Background: an optimization exercise with open tools, aiming at small area and a short achievable clock period. Do not read the settings as production practice. Where RTL was checked, it was by simulation tests only, not by an equivalence proof against the original.

## nickel
Design grad_top, start of the top module:
module grad_top (
    input  wire logic        clk,
    input  wire logic        rst,
    input  wire logic        in_valid,
    input  wire logic        sof,
    input  wire logic [7:0]  pixel,
    output logic             out_valid,
    output logic [32:0]      grad
);
For scale: about 46 I/O pins, roughly 0.030 mm^2 of cells after synthesis.
clock: 26.0 ns
lec_check: 0
cap_margin: 20
core_margin: 2
core_utilization: 75
cts_cluster_diameter: 80
cts_cluster_size: 25
slew_margin: 20
standard.sh (not shown) runs the stock make flow with config.mk's settings and CLKGATE_MAP_FILE= SYNTH_SCRIPT=/design/flow/synth_recipe.tcl, a recipe that flattens the netlist after the stock synthesis.
==> flow/flow/run.sh <==
#!/bin/bash
# The standard layout, with the port buffers made from buf_4 cells instead of the
# resizer's default pick (a delay cell), so that the ports are not slowed down.
set -euo pipefail
export BUFFER_PORTS_ARGS="-buffer_cell sky130_fd_sc_hd__buf_4"
bash standard.sh > standard.log 2>&1
nickel finished end to end and its layout was clean on timing, DRC and antenna.
What maple does differently from nickel at the input level:
==> flow/flow/run.sh <==
#!/bin/bash
# The standard layout, with the port buffers made from buf_2 cells instead of the
# resizer's default pick (a delay cell), and clkbuf_8 cells at the clock tree's leaves.
set -euo pipefail
export BUFFER_PORTS_ARGS="-buffer_cell sky130_fd_sc_hd__buf_2"
export CTS_ARGS="-sink_clustering_enable -repair_clock_nets -sink_clustering_size 16 -sink_clustering_max_diameter 80 -buf_list {sky130_fd_sc_hd__clkbuf_8 sky130_fd_sc_hd__clkbuf_16} -root_buf sky130_fd_sc_hd__clkbuf_16 -sink_clustering_buffer sky130_fd_sc_hd__clkbuf_8"
bash standard.sh > standard.log 2>&1
--- outcome ---
- maple reached the final stage; the timing, DRC and antenna checks on its layout passed.
- In the tables for maple and nickel, routability congestion estimate from global placement reads higher with nickel.
- Ratio of routed vias to standard cells shrinks slightly when moving from nickel to maple.
- | worst hold slack after final layout | maple vs nickel | worse |
- Compared to nickel, maple has clock skew after layout 0.0062 ns higher.
- Comparing maple and nickel, the lower worst setup slack is on nickel.
- Diff nickel -> maple: wire length decreased by 3.9% relative to the old numbers.
- maple against nickel: buffering stage count on the worst path with inverters included closely matched the old numbers; share of cell area taken by flip-flops and latches higher; part of the cycle the worst path needs neither gained nor lost much.
Changes in willow relative to maple:
Settings: CTS_CLUSTER_SIZE changed from 25 to 30; CTS_CLUSTER_DIAMETER changed from 80 to 90.
==> flow/flow/run.sh <==
#!/bin/bash
# The standard layout, with the port buffers made from buf_4 cells instead of the
# resizer's default pick (a delay cell), so that the ports are not slowed down.
set -euo pipefail
export BUFFER_PORTS_ARGS="-buffer_cell sky130_fd_sc_hd__buf_4"
bash standard.sh > standard.log 2>&1
Findings:
In terms of register clock-pin slew on the reported worst setup and hold paths, willow and maple differ only marginally.
willow against maple: overall via count from detail_route held, fraction of the cycle the final worst path needs went up 0.18 points.
In the metrics for willow and maple, the one carrying the higher wire length on met2 is willow.
willow vs maple: wire length up by a few percent
Status: finished layout cell area parity (willow, maple)
Setup changes, willow to fjord
Settings: CTS_CLUSTER_SIZE: 30 -> 25; CTS_CLUSTER_DIAMETER: 90 -> 80.
==> flow/flow/run.sh <==
#!/bin/bash
# The standard layout, with the port buffers made from buf_4 cells instead of the
# resizer's default pick (a delay cell), and clkbuf_8 cells at the clock tree's leaves.
set -euo pipefail
export BUFFER_PORTS_ARGS="-buffer_cell sky130_fd_sc_hd__buf_4"
export CTS_ARGS="-sink_clustering_enable -repair_clock_nets -sink_clustering_size 16 -sink_clustering_max_diameter 80 -buf_list {sky130_fd_sc_hd__clkbuf_8 sky130_fd_sc_hd__clkbuf_16} -root_buf sky130_fd_sc_hd__clkbuf_16 -sink_clustering_buffer sky130_fd_sc_hd__clkbuf_8"
bash standard.sh > standard.log 2>&1
==> comparison <==
Looking at final standard cell utilization of the core, fjord sits 0.25 points higher than willow does.
Cmp willow and fjord / design area / lower: willow
willow → fjord: setup slack picked up an extra 0.041 ns.
willow → fjord: final setup skew rose 0.012 ns, period utilization fell 0.16 points.
Highest achievable clock rate went up slightly going from willow to fjord.
fjord vs. willow: fraction of met2 tracks used by global routing shrank by 1.1 points; minimum period implied by the final worst setup slack shrank by 0.041 ns.
Here is what was changed in the inputs of yarrow compared with fjord.
==> flow/flow/run.sh <==
#!/bin/bash
# The standard layout, with the port buffers made from buf_4 cells instead of the
# resizer's default pick (a delay cell), and clkbuf_8 cells at the clock tree's leaves.
set -euo pipefail
export BUFFER_PORTS_ARGS="-buffer_cell sky130_fd_sc_hd__buf_4"
export CTS_ARGS="-sink_clustering_enable -repair_clock_nets -sink_clustering_size 20 -sink_clustering_max_diameter 80 -buf_list {sky130_fd_sc_hd__clkbuf_8 sky130_fd_sc_hd__clkbuf_16} -root_buf sky130_fd_sc_hd__clkbuf_16 -sink_clustering_buffer sky130_fd_sc_hd__clkbuf_8"
bash standard.sh > standard.log 2>&1
Notes after the runs:
Density: yarrow sparser than fjord
yarrow -> fjord: non-clock buffer contribution to total cell area flat
Headroom to the max-slew limit (yarrow over fjord): decrease, 2.5 points
Between fjord and yarrow, the number of violations reported at the end of detailed-routing iteration 0 is lower for yarrow.
[compare] base=fjord new=yarrow: final critical-path required period moved down.
[compare] base=fjord new=yarrow: CTS clock-pin slew for the worst setup and hold paths up 0.03 ns; wire length of the first global-routing pass went down by 1.2%.
yarrow — layout clock buffer count 19% lower, fjord as reference
## Diff of input files: onyx against yarrow
==> flow/flow/run.sh <==
#!/bin/bash
# The standard layout, with the port buffers made from buf_4 cells instead of the
# resizer's default pick (a delay cell), and clkbuf_8 cells at the clock tree's leaves.
set -euo pipefail
export BUFFER_PORTS_ARGS="-buffer_cell sky130_fd_sc_hd__buf_4"
export CTS_ARGS="-sink_clustering_enable -repair_clock_nets -sink_clustering_size 18 -sink_clustering_max_diameter 60 -buf_list {sky130_fd_sc_hd__clkbuf_8 sky130_fd_sc_hd__clkbuf_16} -root_buf sky130_fd_sc_hd__clkbuf_16 -sink_clustering_buffer sky130_fd_sc_hd__clkbuf_8"
bash standard.sh > standard.log 2>&1
- Overall track demand over capacity in global routing: onyx vs yarrow up 0.44 points
- Delta (onyx minus yarrow): clock-cell share of area up 0.88 points; cell count now sits higher; sequential share of layout area now sits lower; met3 wirelength from detailed routing rose by 10%.

== JK ==
grad_top again, from the RTL that the note above started with.
Design grad_top, start of the top module:
module grad_top (
    input  wire logic        clk,
    input  wire logic        rst,
    input  wire logic        in_valid,
    input  wire logic        sof,
    input  wire logic [7:0]  pixel,
    output logic             out_valid,
    output logic [32:0]      grad
);
clock: 26.0 ns
lec_check: 0
cap_margin: 20
core_margin: 2
core_utilization: 75
cts_buf_list: sky130_fd_sc_hd__clkbuf_8 sky130_fd_sc_hd__clkbuf_16
cts_cluster_diameter: 80
cts_cluster_size: 25
slew_margin: 20
==> flow/flow/run.sh <==
#!/bin/bash
# The standard layout, with the port buffers made from buf_4 cells instead of the
# resizer's default pick (a delay cell), so that the ports are not slowed down.
set -euo pipefail
export BUFFER_PORTS_ARGS="-buffer_cell sky130_fd_sc_hd__buf_4"
bash standard.sh > standard.log 2>&1
JK reached the end of the flow, and the finished layout is clean on the timing, DRC and antenna checks.
Relative to JK, the following input files were edited for MS:
# JK
export LEC_CHECK = 0
export CAP_MARGIN = 20
export CORE_MARGIN = 2
export CORE_UTILIZATION = 75
export CTS_BUF_LIST = sky130_fd_sc_hd__clkbuf_8 sky130_fd_sc_hd__clkbuf_16
export CTS_CLUSTER_DIAMETER = 80
export CTS_CLUSTER_SIZE = 25
export SLEW_MARGIN = 20
create_clock -name core_clock -period 26.0 [get_ports {clk}]
# MS
export LEC_CHECK = 0
export CAP_MARGIN = 20
export CORE_MARGIN = 2
export CORE_UTILIZATION = 75
export CTS_CLUSTER_DIAMETER = 80
export CTS_CLUSTER_SIZE = 25
export SLEW_MARGIN = 20
create_clock -name core_clock -period 26.0 [get_ports {clk}]
==> flow/flow/run.sh <==
#!/bin/bash
# The standard layout, with the port buffers made from buf_1 cells instead of the
# resizer's default pick (a delay cell), and clkbuf_8 cells at the clock tree's leaves.
set -euo pipefail
export BUFFER_PORTS_ARGS="-buffer_cell sky130_fd_sc_hd__buf_1"
export CTS_ARGS="-sink_clustering_enable -repair_clock_nets -sink_clustering_size 16 -sink_clustering_max_diameter 80 -buf_list {sky130_fd_sc_hd__clkbuf_8 sky130_fd_sc_hd__clkbuf_16} -root_buf sky130_fd_sc_hd__clkbuf_16 -sink_clustering_buffer sky130_fd_sc_hd__clkbuf_8"
bash standard.sh > standard.log 2>&1
Findings:
Across JK and MS, none had a timing, DRC or antenna violation.
Against JK, total number of nets in the final design in MS rose slightly.
Summary of MS over JK: worst reg2reg path depth closely matched the old numbers; first-iteration DRC count increased by 28 relative to the old numbers.
Delta (MS minus JK): aggregate routed wire length fell about 4.4%, setup slack fell 0.018 ns.
Here is what was changed in the inputs of AL compared with MS.
# MS
export LEC_CHECK = 0
export CAP_MARGIN = 20
export CORE_MARGIN = 2
export CORE_UTILIZATION = 75
export CTS_CLUSTER_DIAMETER = 80
export CTS_CLUSTER_SIZE = 25
export SLEW_MARGIN = 20
create_clock -name core_clock -period 26.0 [get_ports {clk}]
# AL
export LEC_CHECK = 0
export CAP_MARGIN = 20
export CORE_MARGIN = 2
export CORE_UTILIZATION = 75
export CTS_CLUSTER_DIAMETER = 80
export CTS_CLUSTER_SIZE = 20
export SLEW_MARGIN = 20
create_clock -name core_clock -period 26.0 [get_ports {clk}]
==> flow/flow/run.sh <==
#!/bin/bash
# The standard layout, with the port buffers made from buf_4 cells instead of the
# resizer's default pick (a delay cell), so that the ports are not slowed down.
set -euo pipefail
export BUFFER_PORTS_ARGS="-buffer_cell sky130_fd_sc_hd__buf_4"
bash standard.sh > standard.log 2>&1
Notes after the runs:
- Re non-clock buffer count: AL and MS aren't equal, and the higher value belongs to MS.
- The post-synthesis to final-layout area growth number comes out higher for AL vs MS.
- Summary — sequential share of layout area, AL relative to MS: lower, by 0.65 points.
- Between MS and AL, the flow reports total wire length increasing by a few percent.
- Of the two candidates, MS has the worse hold slack and AL the better one.
- MS -> AL: diode insertion count for antenna repair delta 0, exact match
- AL -> MS: remaining antenna violation count delta 0, exact match
- Changes observed in AL relative to MS: count of flip-flops with a built-in enable after synthesis barely changed, detailed placer's ending HPWL went up by 1.6%.
--- input diff AL..TR ---
# AL
export LEC_CHECK = 0
export CAP_MARGIN = 20
export CORE_MARGIN = 2
export CORE_UTILIZATION = 75
export CTS_CLUSTER_DIAMETER = 80
export CTS_CLUSTER_SIZE = 20
export SLEW_MARGIN = 20
create_clock -name core_clock -period 26.0 [get_ports {clk}]
# TR
export LEC_CHECK = 0
export CAP_MARGIN = 20
export CORE_MARGIN = 2
export CORE_UTILIZATION = 75
export CTS_CLUSTER_DIAMETER = 80
export CTS_CLUSTER_SIZE = 25
export SLEW_MARGIN = 20
create_clock -name core_clock -period 26.0 [get_ports {clk}]
==> flow/flow/run.sh <==
#!/bin/bash
# The standard layout, with the port buffers made from buf_2 cells instead of the
# resizer's default pick (a delay cell), and clkbuf_8 cells at the clock tree's leaves.
set -euo pipefail
export BUFFER_PORTS_ARGS="-buffer_cell sky130_fd_sc_hd__buf_2"
export CTS_ARGS="-sink_clustering_enable -repair_clock_nets -sink_clustering_size 18 -sink_clustering_max_diameter 80 -buf_list {sky130_fd_sc_hd__clkbuf_8 sky130_fd_sc_hd__clkbuf_16} -root_buf sky130_fd_sc_hd__clkbuf_16 -sink_clustering_buffer sky130_fd_sc_hd__clkbuf_8"
bash standard.sh > standard.log 2>&1
Results
[TR vs AL] worst setup slack before clock tree synthesis: lower in TR
Post-synthesis to final-layout area growth ended up 1.5 points lower on TR than on AL.
Diff TR..AL | number of cells after detailed placement | negligible
Status: fmax parity (TR, AL)
Any difference in later-pin clock latency in the skew report between TR and AL is small enough to ignore.
The final reports for TR and AL show final weighted congestion in routability-driven placement lower in the former.
Final non-filler cell total: TR vs AL — no meaningful difference
Cell area after layout in TR is 1.4% lower than in AL
Looking only at met2 usage in global routing, and setting everything else aside, the lower value of TR and AL goes to TR.
Comparing TR and AL, the higher global-route usage was measured on AL.
Here is what was changed in the inputs of PW compared with TR.
--- a/flow/flow/run.sh
+++ b/flow/flow/run.sh
@@ -6 +6 @@
-export CTS_ARGS="-sink_clustering_enable -repair_clock_nets -sink_clustering_size 18 -sink_clustering_max_diameter 80 -buf_list {sky130_fd_sc_hd__clkbuf_8 sky130_fd_sc_hd__clkbuf_16} -root_buf sky130_fd_sc_hd__clkbuf_16 -sink_clustering_buffer sky130_fd_sc_hd__clkbuf_8"
+export CTS_ARGS="-sink_clustering_enable -repair_clock_nets -sink_clustering_size 20 -sink_clustering_max_diameter 60 -buf_list {sky130_fd_sc_hd__clkbuf_8 sky130_fd_sc_hd__clkbuf_16} -root_buf sky130_fd_sc_hd__clkbuf_16 -sink_clustering_buffer sky130_fd_sc_hd__clkbuf_8"
## What came out
- Going from TR to PW, final wirelength now larger; final cell count without fillers went up by 11.
- PW against TR: number of buffers inserted by hold repair at cts saw little to no change, met3 layer wire length in the routed design saw little to no change, fmax saw little to no change, final worst-path setup slack saw a decrease, sequential fraction of total cell area saw a decrease.
- On design area, TR beats PW.
- Comparing PW and TR, the higher relative slew slack was measured on TR.
- As of PW, final-layout clock buffer total had risen by a few percent compared to TR.
- Status: clock skew parity (TR, PW)

Another version of the RTL of grad_top (not shown whole).
For scale: ~46 I/O pins.
export LEC_CHECK = 0
export CAP_MARGIN = 20
export CORE_MARGIN = 2
export CORE_UTILIZATION = 65
export CTS_CLUSTER_DIAMETER = 80
export CTS_CLUSTER_SIZE = 25
export SLEW_MARGIN = 20
create_clock -name core_clock -period 26.0 [get_ports {clk}]
==> flow/flow/run.sh <==
#!/bin/bash
# The standard layout, with the port buffers made from buf_4 cells instead of the
# resizer's default pick (a delay cell), so that the ports are not slowed down.
set -euo pipefail
export BUFFER_PORTS_ARGS="-buffer_cell sky130_fd_sc_hd__buf_4"
bash standard.sh > standard.log 2>&1
Next try:
CTS_CLUSTER_DIAMETER = 90   (was 80)
CTS_CLUSTER_SIZE = 30   (was 25)
The changed run completed with no timing, DRC or antenna violations.
Setup slack got worse by 0.0065 ns.
Cell area fell by 1.1%.
Via count fell by 0.70%.
Wire length fell by 1.6%.
Non-clock buffer count does not change.
No functional check of the RTL was part of any run of this note.

grad_top, a different RTL version from the one above (not shown whole).
Size in the first run: ~620 flip-flops, roughly 46 I/O pins, roughly 30000 um2 of cells after synthesis.
Settings: LEC_CHECK=0, CAP_MARGIN=50, CORE_MARGIN=2, CORE_UTILIZATION=65, CTS_CLUSTER_DIAMETER=80, CTS_CLUSTER_SIZE=25, SLEW_MARGIN=80; clock period 26.0 ns.
run.sh (not shown) runs the stock make flow with config.mk's settings and CLKGATE_MAP_FILE= SYNTH_SCRIPT=/design/flow/synth_recipe.tcl, a recipe that flattens the netlist after the stock synthesis.
Stock flow here: none of the scripts above is used.
Then changed:
CAP_MARGIN = 20   (was 50)
SLEW_MARGIN = 20   (was 80)
The changed run finished with timing, DRC and antenna clean. Global-route usage decreases by 1.1 points. First-iteration DRC count increases by a little under a tenth. Final area decreases by a few percent. Hold slack gets worse by 0.0035 ns. Final cell count decreases by a few percent. Count of clock-buffer cells in the layout decreases by 5. Critical path depth stays the same.
Then changed:
CAP_MARGIN = 80   (was 20)
SLEW_MARGIN = 90   (was 20)
What happened: With this change the flow never finished: it broke off in clock tree synthesis; synthesized area does not change; synthesized cell count stays the same.
Then changed:
CAP_MARGIN = 20   (was 80)
CTS_CLUSTER_DIAMETER = 60   (was 80)
CTS_CLUSTER_SIZE = 20   (was 25)
SLEW_MARGIN = 20   (was 90)
=> With this change the flow ran to the end with no violations; area after synthesis stays the same; synthesized cell count is unchanged.

-- afterwards: timing with drivers on the ports --
The results above use ideal ports. As a check the final layouts listed here were re-extracted and re-timed, cells and wires unchanged.
Step 1 (the two cells are an assumption about what drives the block):
set clk [get_ports {clk}]
set_driving_cell -lib_cell sky130_fd_sc_hd__clkbuf_16 $clk
set_driving_cell -lib_cell sky130_fd_sc_hd__buf_2 [delete_from_list [all_inputs] $clk]
Step 2, shift: input delay + t, output delay - t, t = (earliest + latest rising clock arrival at the registers) / 2. This alone moves slack from input paths to output paths.
Slacks: ideal ports / drivers / drivers and shift; pairs: ideal ports / drivers.
run	t, ns	slack for setup (ns)	worst data-port slew with drivers (ns)
nickel	0.621	19.785 / 19.726 / 20.331	0.03
maple	0.611	19.793 / 19.736 / 20.269	0.03
willow	0.650	19.745 / 19.687 / 20.337	0.03
fjord	0.630	19.787 / 19.727 / 20.345	0.03
yarrow	0.599	19.798 / 19.742 / 20.341	0.03
onyx	0.621	19.777 / 19.719 / 20.340	0.03
JK	0.621	19.785 / 19.726 / 20.330	0.03
MS	0.609	19.767 / 19.709 / 20.042	0.04
AL	0.625	19.794 / 19.736 / 20.337	0.04
TR	0.613	19.790 / 19.732 / 20.277	0.03
PW	0.615	19.779 / 19.725 / 20.270	0.03
the first run of note 3	0.623	19.489 / 19.489 / 19.489	0.04
the second run of note 3	0.655	19.482 / 19.482 / 19.482	0.04
the first run of note 4	0.623	19.370 / 19.308 / 19.551	0.04
the second run of note 4	0.663	19.280 / 19.221 / 19.503	0.04
the fourth run of note 4	0.641	19.312 / 19.251 / 19.505	0.04
After both steps setup and hold are still met in every run listed.
